This design comes from an exercise in tuning for small area and a short achievable clock period on the open sky130 flow, not from production work. Only simulation tests tie the RTL to the original design; equivalence was not proved. Power and IR drop assume default switching activity.

==> maple <==
==> flow/design.v <==
`default_nettype none
package cpu_pkg;
   localparam int XLEN       = 32;
   localparam int REG_COUNT  = 32;
   localparam int REG_ADDR_W = 5;
   localparam int IMM_W      = 16;
   localparam logic [5:0] OP_RTYPE = 6'h00;
   localparam logic [5:0] OP_XORI  = 6'h01;
   localparam logic [5:0] OP_SUBI  = 6'h02;
   localparam logic [5:0] OP_ADDI  = 6'h03;
   localparam logic [5:0] OP_ORI   = 6'h0C;
   localparam logic [5:0] OP_ANDI  = 6'h0F;
   localparam logic [5:0] OP_LW    = 6'h1E;
   localparam logic [5:0] OP_SW    = 6'h1F;
   localparam logic [5:0] OP_BEQ   = 6'h30;
   localparam logic [5:0] OP_BNE   = 6'h31;
   localparam logic [5:0] FN_XOR = 6'h01;
   localparam logic [5:0] FN_SUB = 6'h02;
   localparam logic [5:0] FN_ADD = 6'h03;
   localparam logic [5:0] FN_OR  = 6'h04;
   localparam logic [5:0] FN_AND = 6'h07;
   localparam logic [5:0] FN_SLT = 6'h36;
   localparam logic [5:0] FN_SLE = 6'h37;
endpackage
`default_nettype wire
`timescale 1ns/100ps
`default_nettype none
module fetch_unit (
   input  logic        clk,
   input  logic        reset,
   input  logic        branch_taken,
   input  logic [29:0] branch_target,    
   output logic [31:0] imem_addr,
   input  logic [31:0] imem_data,
   output logic [31:1] rs_sel,
   output logic [31:1] rt_sel,
   output logic [15:0] imm,
   output logic [4:0]  dest,
   output logic        is_beq,
   output logic        is_bne,
   output logic        reg_write,
   output logic        mem_read,
   output logic        mem_write,
   output logic        use_imm,
   output logic        inv_b,        
   output logic        cin,          
   output logic        op_set,       
   output logic        op_xor,
   output logic        op_or,
   output logic        op_and,
   output logic [29:0] pc_next_seq   
);
   logic [29:0] pc;
   logic [29:0] pc_plus1;
   assign imem_addr = {pc, 2'b00};
   assign pc_plus1  = pc + 30'd1;
   always_ff @(posedge clk) begin
      if (reset)             pc <= '0;
      else if (branch_taken) pc <= branch_target;
      else                   pc <= pc_plus1;
   end
   logic [5:0] op, fn;
   logic       n_beq, n_bne, n_wr, n_lw, n_sw, n_imm, n_inv, n_cin, n_set;
   logic       n_xor, n_or, n_and;
   logic [4:0] n_dest;
   assign op = imem_data[31:26];
   assign fn = imem_data[5:0];
   always_comb begin
      n_beq  = 1'b0;
      n_bne  = 1'b0;
      n_wr   = 1'b0;
      n_lw   = 1'b0;
      n_sw   = 1'b0;
      n_imm  = 1'b0;
      n_inv  = 1'b0;
      n_cin  = 1'b0;
      n_set  = 1'b0;
      n_xor  = 1'b0;
      n_or   = 1'b0;
      n_and  = 1'b0;
      n_dest = imem_data[20:16];
      case (op)
         cpu_pkg::OP_RTYPE: begin
            n_dest = imem_data[15:11];
            n_wr   = 1'b1;
            case (fn)
               cpu_pkg::FN_XOR: n_xor = 1'b1;
               cpu_pkg::FN_SUB: begin n_inv = 1'b1; n_cin = 1'b1; end
               cpu_pkg::FN_ADD: ;
               cpu_pkg::FN_OR:  n_or  = 1'b1;
               cpu_pkg::FN_AND: n_and = 1'b1;
               cpu_pkg::FN_SLT: begin n_inv = 1'b1; n_cin = 1'b1; n_set = 1'b1; end
               cpu_pkg::FN_SLE: begin n_inv = 1'b1; n_set = 1'b1; end
               default: n_wr = 1'b0;
            endcase
         end
         cpu_pkg::OP_XORI: begin n_wr = 1'b1; n_imm = 1'b1; n_xor = 1'b1; end
         cpu_pkg::OP_SUBI: begin n_wr = 1'b1; n_imm = 1'b1; n_inv = 1'b1; n_cin = 1'b1; end
         cpu_pkg::OP_ADDI: begin n_wr = 1'b1; n_imm = 1'b1; end
         cpu_pkg::OP_ORI:  begin n_wr = 1'b1; n_imm = 1'b1; n_or  = 1'b1; end
         cpu_pkg::OP_ANDI: begin n_wr = 1'b1; n_imm = 1'b1; n_and = 1'b1; end
         cpu_pkg::OP_LW:   begin n_wr = 1'b1; n_imm = 1'b1; n_lw = 1'b1; end
         cpu_pkg::OP_SW:   begin n_imm = 1'b1; n_sw = 1'b1; end
         cpu_pkg::OP_BEQ:  n_beq = 1'b1;
         cpu_pkg::OP_BNE:  n_bne = 1'b1;
         default: ;
      endcase
   end
   always_ff @(posedge clk) begin
      pc_next_seq <= pc_plus1;
      imm         <= imem_data[15:0];
      dest        <= n_dest;
      use_imm     <= n_imm;
      inv_b       <= n_inv;
      cin         <= n_cin;
      op_set      <= n_set;
      op_xor      <= n_xor;
      op_or       <= n_or;
      op_and      <= n_and;
      for (int i = 1; i < 32; i++) begin
         rs_sel[i] <= (imem_data[25:21] == 5'(i));
         rt_sel[i] <= (imem_data[20:16] == 5'(i));
      end
      if (reset) begin
         is_beq    <= 1'b0;
         is_bne    <= 1'b0;
         reg_write <= 1'b0;
         mem_read  <= 1'b0;
         mem_write <= 1'b0;
      end else begin
         is_beq    <= n_beq;
         is_bne    <= n_bne;
         reg_write <= n_wr;
         mem_read  <= n_lw;
         mem_write <= n_sw;
      end
   end
endmodule
`default_nettype wire
`timescale 1ns/100ps
`default_nettype none
module register_file (
   input  logic        clk,
   input  logic [31:1] rs_sel,
   input  logic [31:1] rt_sel,
   output logic [31:0] rs_data,
   output logic [31:0] rt_data,
   input  logic        we,
   input  logic [4:0]  waddr,
   input  logic [31:0] wdata
);
   logic [31:0] regs [1:31];
   always_ff @(posedge clk) begin
      for (int i = 1; i < 32; i++) begin
         if (we && waddr == 5'(i)) regs[i] <= wdata;
      end
   end
   always_comb begin
      rs_data = '0;
      rt_data = '0;
      for (int i = 1; i < 32; i++) begin
         rs_data = rs_data | (regs[i] & {32{rs_sel[i]}});
         rt_data = rt_data | (regs[i] & {32{rt_sel[i]}});
      end
   end
endmodule
`default_nettype wire
`timescale 1ns/100ps
`default_nettype none
module decode_stage (
   input  logic        clk,
   input  logic        reset,
   input  logic [31:1] rs_sel,
   input  logic [31:1] rt_sel,
   input  logic [15:0] imm,
   input  logic [4:0]  dest,
   input  logic        is_beq,
   input  logic        is_bne,
   input  logic        reg_write,
   input  logic        mem_read,
   input  logic        mem_write,
   input  logic        use_imm,
   input  logic        inv_b,
   input  logic        cin,
   input  logic        op_set,
   input  logic        op_xor,
   input  logic        op_or,
   input  logic        op_and,
   input  logic [29:0] pc_next_seq,
   input  logic        we,
   input  logic [4:0]  waddr,
   input  logic [31:0] wdata,
   output logic        branch_taken,
   output logic [29:0] branch_target,
   output logic [31:0] ex_a,
   output logic [31:0] ex_b,       
   output logic [15:0] ex_imm,     
   output logic        ex_use_imm,
   output logic        ex_cin,
   output logic        ex_set,
   output logic        ex_xor,
   output logic        ex_or,
   output logic        ex_and,
   output logic [4:0]  ex_dest,
   output logic        ex_reg_write,
   output logic        ex_mem_read,
   output logic        ex_mem_write
);
   logic [31:0] rs_data, rt_data;
   register_file u_regs (
      .clk     (clk),
      .rs_sel  (rs_sel),
      .rt_sel  (rt_sel),
      .rs_data (rs_data),
      .rt_data (rt_data),
      .we      (we),
      .waddr   (waddr),
      .wdata   (wdata)
   );
   logic eq;
   assign eq            = (rs_data == rt_data);
   assign branch_taken  = (is_beq & eq) | (is_bne & ~eq);
   assign branch_target = pc_next_seq + {{14{imm[15]}}, imm};
   always_ff @(posedge clk) begin
      ex_a       <= rs_data;
      ex_b       <= rt_data ^ {32{inv_b}};
      ex_imm     <= imm ^ {16{inv_b}};
      ex_use_imm <= use_imm;
      ex_cin     <= cin;
      ex_set     <= op_set;
      ex_xor     <= op_xor;
      ex_or      <= op_or;
      ex_and     <= op_and;
      ex_dest    <= dest;
      if (reset) begin
         ex_reg_write <= 1'b0;
         ex_mem_read  <= 1'b0;
         ex_mem_write <= 1'b0;
      end else begin
         ex_reg_write <= reg_write;
         ex_mem_read  <= mem_read;
         ex_mem_write <= mem_write;
      end
   end
endmodule
`default_nettype wire
`timescale 1ns/100ps
`default_nettype none
module execute_stage (
   input  logic        clk,
   input  logic        reset,
   input  logic [31:0] a,
   input  logic [31:0] b,
   input  logic [15:0] imm,
   input  logic        use_imm,
   input  logic        cin,
   input  logic        op_set,
   input  logic        op_xor,
   input  logic        op_or,
   input  logic        op_and,
   input  logic [4:0]  dest,
   input  logic        reg_write,
   input  logic        mem_read,
   input  logic        mem_write,
   output logic [31:0] m_result,
   output logic [31:0] m_store,
   output logic [4:0]  m_dest,
   output logic        m_reg_write,
   output logic        m_mem_read,
   output logic        m_mem_write
);
   logic [31:0] op_b;
   logic [32:0] sum;
   logic [31:0] result;
   assign op_b = use_imm ? {{16{imm[15]}}, imm} : b;
   assign sum  = {1'b0, a} + {1'b0, op_b} + {32'd0, cin};
   always_comb begin
      if (op_xor)      result = a ^ op_b;
      else if (op_or)  result = a | op_b;
      else if (op_and) result = a & op_b;
      else if (op_set) result = {31'd0, ~sum[32]};
      else             result = sum[31:0];
   end
   always_ff @(posedge clk) begin
      m_result <= result;
      m_store  <= b;
      m_dest   <= dest;
      if (reset) begin
         m_reg_write <= 1'b0;
         m_mem_read  <= 1'b0;
         m_mem_write <= 1'b0;
      end else begin
         m_reg_write <= reg_write;
         m_mem_read  <= mem_read;
         m_mem_write <= mem_write;
      end
   end
endmodule
`default_nettype wire
`timescale 1ns/100ps
`default_nettype none
module result_stage (
   input  logic        reset,
   input  logic [31:0] m_result,
   input  logic [31:0] m_store,
   input  logic        m_reg_write,
   input  logic        m_mem_read,
   input  logic        m_mem_write,
   output logic [31:0] mem_addr,
   output logic [31:0] mem_wdata,
   output logic        mem_write,
   output logic        mem_read,
   input  logic [31:0] mem_rdata,
   output logic        we,
   output logic [31:0] wdata
);
   assign mem_addr  = m_result;
   assign mem_wdata = m_store;
   assign mem_write = m_mem_write;
   assign mem_read  = m_mem_read;
   assign we    = m_reg_write & ~reset;
   assign wdata = m_mem_read ? mem_rdata : m_result;
endmodule
`default_nettype wire
`timescale 1ns/100ps
`default_nettype none
module cpu_top (
   input  logic        clk,
   input  logic        reset,
   output logic [31:0] imem_addr,
   input  logic [31:0] imem_data,
   output logic [31:0] mem_addr,
   output logic [31:0] mem_wdata,
   output logic        mem_write,
   output logic        mem_read,
   input  logic [31:0] mem_rdata
);
   logic [31:1] rs_sel, rt_sel;
   logic [15:0] d_imm;
   logic [4:0]  d_dest;
   logic        d_beq, d_bne, d_wr, d_lw, d_sw, d_use_imm, d_inv, d_cin;
   logic        d_set, d_xor, d_or, d_and;
   logic [29:0] pc_next_seq, branch_target;
   logic        branch_taken;
   logic [31:0] e_a, e_b;
   logic [15:0] e_imm;
   logic        e_use_imm, e_cin, e_set, e_xor, e_or, e_and;
   logic [4:0]  e_dest;
   logic        e_wr, e_lw, e_sw;
   logic [31:0] m_result, m_store;
   logic [4:0]  m_dest;
   logic        m_wr, m_lw, m_sw;
   logic        we;
   logic [31:0] wdata;
   fetch_unit u_fetch (
      .clk           (clk),
      .reset         (reset),
      .branch_taken  (branch_taken),
      .branch_target (branch_target),
      .imem_addr     (imem_addr),
      .imem_data     (imem_data),
      .rs_sel        (rs_sel),
      .rt_sel        (rt_sel),
      .imm           (d_imm),
      .dest          (d_dest),
      .is_beq        (d_beq),
      .is_bne        (d_bne),
      .reg_write     (d_wr),
      .mem_read      (d_lw),
      .mem_write     (d_sw),
      .use_imm       (d_use_imm),
      .inv_b         (d_inv),
      .cin           (d_cin),
      .op_set        (d_set),
      .op_xor        (d_xor),
      .op_or         (d_or),
      .op_and        (d_and),
      .pc_next_seq   (pc_next_seq)
   );
   decode_stage u_decode (
      .clk           (clk),
      .reset         (reset),
      .rs_sel        (rs_sel),
      .rt_sel        (rt_sel),
      .imm           (d_imm),
      .dest          (d_dest),
      .is_beq        (d_beq),
      .is_bne        (d_bne),
      .reg_write     (d_wr),
      .mem_read      (d_lw),
      .mem_write     (d_sw),
      .use_imm       (d_use_imm),
      .inv_b         (d_inv),
      .cin           (d_cin),
      .op_set        (d_set),
      .op_xor        (d_xor),
      .op_or         (d_or),
      .op_and        (d_and),
      .pc_next_seq   (pc_next_seq),
      .we            (we),
      .waddr         (m_dest),
      .wdata         (wdata),
      .branch_taken  (branch_taken),
      .branch_target (branch_target),
      .ex_a          (e_a),
      .ex_b          (e_b),
      .ex_imm        (e_imm),
      .ex_use_imm    (e_use_imm),
      .ex_cin        (e_cin),
      .ex_set        (e_set),
      .ex_xor        (e_xor),
      .ex_or         (e_or),
      .ex_and        (e_and),
      .ex_dest       (e_dest),
      .ex_reg_write  (e_wr),
      .ex_mem_read   (e_lw),
      .ex_mem_write  (e_sw)
   );
   execute_stage u_execute (
      .clk         (clk),
      .reset       (reset),
      .a           (e_a),
      .b           (e_b),
      .imm         (e_imm),
      .use_imm     (e_use_imm),
      .cin         (e_cin),
      .op_set      (e_set),
      .op_xor      (e_xor),
      .op_or       (e_or),
      .op_and      (e_and),
      .dest        (e_dest),
      .reg_write   (e_wr),
      .mem_read    (e_lw),
      .mem_write   (e_sw),
      .m_result    (m_result),
      .m_store     (m_store),
      .m_dest      (m_dest),
      .m_reg_write (m_wr),
      .m_mem_read  (m_lw),
      .m_mem_write (m_sw)
   );
   result_stage u_result (
      .reset       (reset),
      .m_result    (m_result),
      .m_store     (m_store),
      .m_reg_write (m_wr),
      .m_mem_read  (m_lw),
      .m_mem_write (m_sw),
      .mem_addr    (mem_addr),
      .mem_wdata   (mem_wdata),
      .mem_write   (mem_write),
      .mem_read    (mem_read),
      .mem_rdata   (mem_rdata),
      .we          (we),
      .wdata       (wdata)
   );
endmodule
`default_nettype wire
==> flow/run.sh <==
#!/bin/bash
# synth_recipe.tcl (not shown) runs the flow's synth.tcl, then flattens the netlist and writes it again
# the make line also repeats each setting of config.mk as NAME=value (left out here)
make -C /OpenROAD-flow-scripts/flow DESIGN_CONFIG=/design/flow/config.mk WORK_HOME=/design/flow/orfs CLKGATE_MAP_FILE= SYNTH_SCRIPT=/design/flow/synth_recipe.tcl finish
==> flow/config.mk <==
export PLATFORM = sky130hd
export DESIGN_NAME = cpu_top
export DESIGN_NICKNAME = cpu_top
export VERILOG_FILES = /design/flow/design.v
export SDC_FILE = /design/flow/constraint.sdc
export NUM_CORES = 4
export LEC_CHECK = 0
export ABC_CLOCK_PERIOD_IN_PS = 2500
export CAP_MARGIN = 20
export CORE_MARGIN = 2
export CORE_UTILIZATION = 40
export SETUP_SLACK_MARGIN = 3.0
export SLEW_MARGIN = 20
==> flow/constraint.sdc <==
create_clock -name core_clock -period 5.5 [get_ports {clk}]
set_input_delay 1.1000 -clock core_clock [delete_from_list [all_inputs] [get_ports {clk}]]
set_output_delay 1.1000 -clock core_clock [all_outputs]
set_load 0.01 [all_outputs]
==> inputs of ember, as changes to maple <==
--- a/flow/design.v
+++ b/flow/design.v
@@ -34,4 +34,7 @@
    input  logic [31:0] imem_data,
-   output logic [31:1] rs_sel,
-   output logic [31:1] rt_sel,
+   input  logic        we,
+   input  logic [4:0]  waddr,
+   input  logic [31:0] wdata,
+   output logic [31:0] rs_val,
+   output logic [31:0] rt_val,
    output logic [15:0] imm,
@@ -61,2 +64,26 @@
    end
+   logic [4:0]  rs, rt;
+   logic [31:1] rs_sel, rt_sel;
+   logic [31:0] rs_rd, rt_rd;
+   logic        rs_hit, rt_hit;
+   assign rs = imem_data[25:21];
+   assign rt = imem_data[20:16];
+   always_comb begin
+      for (int i = 1; i < 32; i++) begin
+         rs_sel[i] = (rs == 5'(i));
+         rt_sel[i] = (rt == 5'(i));
+      end
+   end
+   register_file u_regs (
+      .clk     (clk),
+      .rs_sel  (rs_sel),
+      .rt_sel  (rt_sel),
+      .rs_data (rs_rd),
+      .rt_data (rt_rd),
+      .we      (we),
+      .waddr   (waddr),
+      .wdata   (wdata)
+   );
+   assign rs_hit = we && (waddr == rs) && (rs != 5'd0);
+   assign rt_hit = we && (waddr == rt) && (rt != 5'd0);
    logic [5:0] op, fn;
@@ -110,2 +137,4 @@
       pc_next_seq <= pc_plus1;
+      rs_val      <= rs_hit ? wdata : rs_rd;
+      rt_val      <= rt_hit ? wdata : rt_rd;
       imm         <= imem_data[15:0];
@@ -119,6 +148,2 @@
       op_and      <= n_and;
-      for (int i = 1; i < 32; i++) begin
-         rs_sel[i] <= (imem_data[25:21] == 5'(i));
-         rt_sel[i] <= (imem_data[20:16] == 5'(i));
-      end
       if (reset) begin
@@ -172,4 +197,4 @@
    input  logic        reset,
-   input  logic [31:1] rs_sel,
-   input  logic [31:1] rt_sel,
+   input  logic [31:0] rs_data,
+   input  logic [31:0] rt_data,
    input  logic [15:0] imm,
@@ -189,11 +214,7 @@
    input  logic [29:0] pc_next_seq,
-   input  logic        we,
-   input  logic [4:0]  waddr,
-   input  logic [31:0] wdata,
    output logic        branch_taken,
    output logic [29:0] branch_target,
-   output logic [31:0] ex_a,
-   output logic [31:0] ex_b,       
-   output logic [15:0] ex_imm,     
-   output logic        ex_use_imm,
+   output logic [31:0] ex_p,       
+   output logic [31:0] ex_g,       
+   output logic [31:0] ex_store,   
    output logic        ex_cin,
@@ -208,13 +229,4 @@
 );
-   logic [31:0] rs_data, rt_data;
-   register_file u_regs (
-      .clk     (clk),
-      .rs_sel  (rs_sel),
-      .rt_sel  (rt_sel),
-      .rs_data (rs_data),
-      .rt_data (rt_data),
-      .we      (we),
-      .waddr   (waddr),
-      .wdata   (wdata)
-   );
+   logic [31:0] op_b;
+   assign op_b = (use_imm ? {{16{imm[15]}}, imm} : rt_data) ^ {32{inv_b}};
    logic eq;
@@ -224,6 +236,5 @@
    always_ff @(posedge clk) begin
-      ex_a       <= rs_data;
-      ex_b       <= rt_data ^ {32{inv_b}};
-      ex_imm     <= imm ^ {16{inv_b}};
-      ex_use_imm <= use_imm;
+      ex_p       <= rs_data ^ op_b;
+      ex_g       <= rs_data & op_b;
+      ex_store   <= rt_data;
       ex_cin     <= cin;
@@ -251,6 +262,5 @@
    input  logic        reset,
-   input  logic [31:0] a,
-   input  logic [31:0] b,
-   input  logic [15:0] imm,
-   input  logic        use_imm,
+   input  logic [31:0] p_in,
+   input  logic [31:0] g_in,
+   input  logic [31:0] store,
    input  logic        cin,
@@ -269,13 +279,29 @@
    output logic        m_mem_read,
-   output logic        m_mem_write
+   output logic        m_mem_write,
+   output logic        m_load_sel     
 );
-   logic [31:0] op_b;
    logic [32:0] sum;
    logic [31:0] result;
-   assign op_b = use_imm ? {{16{imm[15]}}, imm} : b;
-   assign sum  = {1'b0, a} + {1'b0, op_b} + {32'd0, cin};
+   logic [32:0] g [0:6];
+   logic [32:0] p [0:6];
    always_comb begin
-      if (op_xor)      result = a ^ op_b;
-      else if (op_or)  result = a | op_b;
-      else if (op_and) result = a & op_b;
+      g[0] = {g_in, cin};
+      p[0] = {p_in, 1'b0};
+      for (int l = 0; l < 6; l++) begin
+         for (int i = 0; i < 33; i++) begin
+            if (i >= (1 << l)) begin
+               g[l+1][i] = g[l][i] | (p[l][i] & g[l][i - (1 << l)]);
+               p[l+1][i] = p[l][i] & p[l][i - (1 << l)];
+            end else begin
+               g[l+1][i] = g[l][i];
+               p[l+1][i] = p[l][i];
+            end
+         end
+      end
+   end
+   assign sum = {g[6][32], p_in ^ g[6][31:0]};
+   always_comb begin
+      if (op_xor)      result = p_in;
+      else if (op_or)  result = p_in | g_in;
+      else if (op_and) result = g_in;
       else if (op_set) result = {31'd0, ~sum[32]};
@@ -285,4 +311,5 @@
       m_result <= result;
-      m_store  <= b;
+      m_store  <= store;
       m_dest   <= dest;
+      m_load_sel <= mem_read;
       if (reset) begin
@@ -308,2 +335,3 @@
    input  logic        m_mem_write,
+   input  logic        m_load_sel,
    output logic [31:0] mem_addr,
@@ -321,3 +349,3 @@
    assign we    = m_reg_write & ~reset;
-   assign wdata = m_mem_read ? mem_rdata : m_result;
+   assign wdata = m_load_sel ? mem_rdata : m_result;
 endmodule
@@ -337,3 +365,3 @@
 );
-   logic [31:1] rs_sel, rt_sel;
+   logic [31:0] rs_val, rt_val;
    logic [15:0] d_imm;
@@ -344,5 +372,5 @@
    logic        branch_taken;
-   logic [31:0] e_a, e_b;
-   logic [15:0] e_imm;
-   logic        e_use_imm, e_cin, e_set, e_xor, e_or, e_and;
+   logic [31:0] e_p, e_g;
+   logic [31:0] e_store;
+   logic        e_cin, e_set, e_xor, e_or, e_and;
    logic [4:0]  e_dest;
@@ -351,3 +379,3 @@
    logic [4:0]  m_dest;
-   logic        m_wr, m_lw, m_sw;
+   logic        m_wr, m_lw, m_sw, m_load_sel;
    logic        we;
@@ -361,4 +389,7 @@
       .imem_data     (imem_data),
-      .rs_sel        (rs_sel),
-      .rt_sel        (rt_sel),
+      .we            (we),
+      .waddr         (m_dest),
+      .wdata         (wdata),
+      .rs_val        (rs_val),
+      .rt_val        (rt_val),
       .imm           (d_imm),
@@ -382,4 +413,4 @@
       .reset         (reset),
-      .rs_sel        (rs_sel),
-      .rt_sel        (rt_sel),
+      .rs_data       (rs_val),
+      .rt_data       (rt_val),
       .imm           (d_imm),
@@ -399,11 +430,7 @@
       .pc_next_seq   (pc_next_seq),
-      .we            (we),
-      .waddr         (m_dest),
-      .wdata         (wdata),
       .branch_taken  (branch_taken),
       .branch_target (branch_target),
-      .ex_a          (e_a),
-      .ex_b          (e_b),
-      .ex_imm        (e_imm),
-      .ex_use_imm    (e_use_imm),
+      .ex_p          (e_p),
+      .ex_g          (e_g),
+      .ex_store      (e_store),
       .ex_cin        (e_cin),
@@ -421,6 +448,5 @@
       .reset       (reset),
-      .a           (e_a),
-      .b           (e_b),
-      .imm         (e_imm),
-      .use_imm     (e_use_imm),
+      .p_in        (e_p),
+      .g_in        (e_g),
+      .store       (e_store),
       .cin         (e_cin),
@@ -439,3 +465,4 @@
       .m_mem_read  (m_lw),
-      .m_mem_write (m_sw)
+      .m_mem_write (m_sw),
+      .m_load_sel  (m_load_sel)
    );
@@ -448,2 +475,3 @@
       .m_mem_write (m_sw),
+      .m_load_sel  (m_load_sel),
       .mem_addr    (mem_addr),
ABC_CLOCK_PERIOD_IN_PS = unset   (was 2500)
CTS_BUF_LIST = sky130_fd_sc_hd__clkbuf_16   (was unset)
CTS_CLUSTER_DIAMETER = 60   (was unset)
CTS_CLUSTER_SIZE = 25   (was unset)
==> inputs of onyx, as changes to maple <==
ABC_CLOCK_PERIOD_IN_PS = unset   (was 2500)
SETUP_SLACK_MARGIN = unset   (was 3.0)
==> results.txt <==
	onyx	ember	maple
Post-Synth XOR/XNOR Area	0.0230	0.0214	0.0230
Capture instance of the worst register-to-register path	u_fetch.pc[17]	u_fetch.pc[22]	u_fetch.pc[11]
Post-detailed-route via-to-cell ratio	7.30	7.46	7.37
Area of the core	136000 µm²	136000 µm²	136000 µm²
Result of the run	no timing/DRC/antenna violations	no timing/DRC/antenna violations	no timing/DRC/antenna violations
Number of nets in the finished design	4418	4696	4693
Synthesized-area fraction occupied by ao, oa, aoi and oai cells	0.183	0.195	0.183
Total length of routed wires	259000 µm	275000 µm	288000 µm
Relative slew slack	0.107	0.290	0.251
Detailed-route via count	45000	48000	47400
Required time of the critical path	6.14 ns	6.17 ns	6.15 ns
Detailed route wirelength on metal3	43200 µm	48600 µm	48200 µm
Total power consumption of the routed design	26.0 mW	25.4 mW	26.5 mW
Post-detail-place hpwl	155000 µm	161000 µm	167000 µm

==> separate check: timing with driven ports <==
No port has a modelled driver above. Below, the same layouts with a new extraction and two added sets of constraints. Step 1 assumes that a clkbuf_16 drives the clock port and a buf_2 every other input. Step 2 times the ports against the registers' clock, not the clock port: input delays grow and output delays shrink by t, the midpoint of the rising clock arrivals with the driver on. a / b / c = ideal / step 1 / step 2; a / b = the first two.
run	t, ns	setup WS [ns]	worst hold slack (ns)	worst register clock-pin slew, ns
maple	0.865	1.392 / 1.392 / 1.392	0.326 / 0.326 / 0.326	0.07 / 0.07
ember	0.855	2.771 / 2.771 / 2.063	0.329 / 0.329 / 0.329	0.10 / 0.10
onyx	0.853	0.333 / 0.333 / 0.333	0.325 / 0.325 / 0.325	0.07 / 0.07
After both steps every run listed still meets setup and hold. For ember, which loses most, drivers alone change the setup slack by 0.000 ns; drivers and shift together by -0.708 ns.
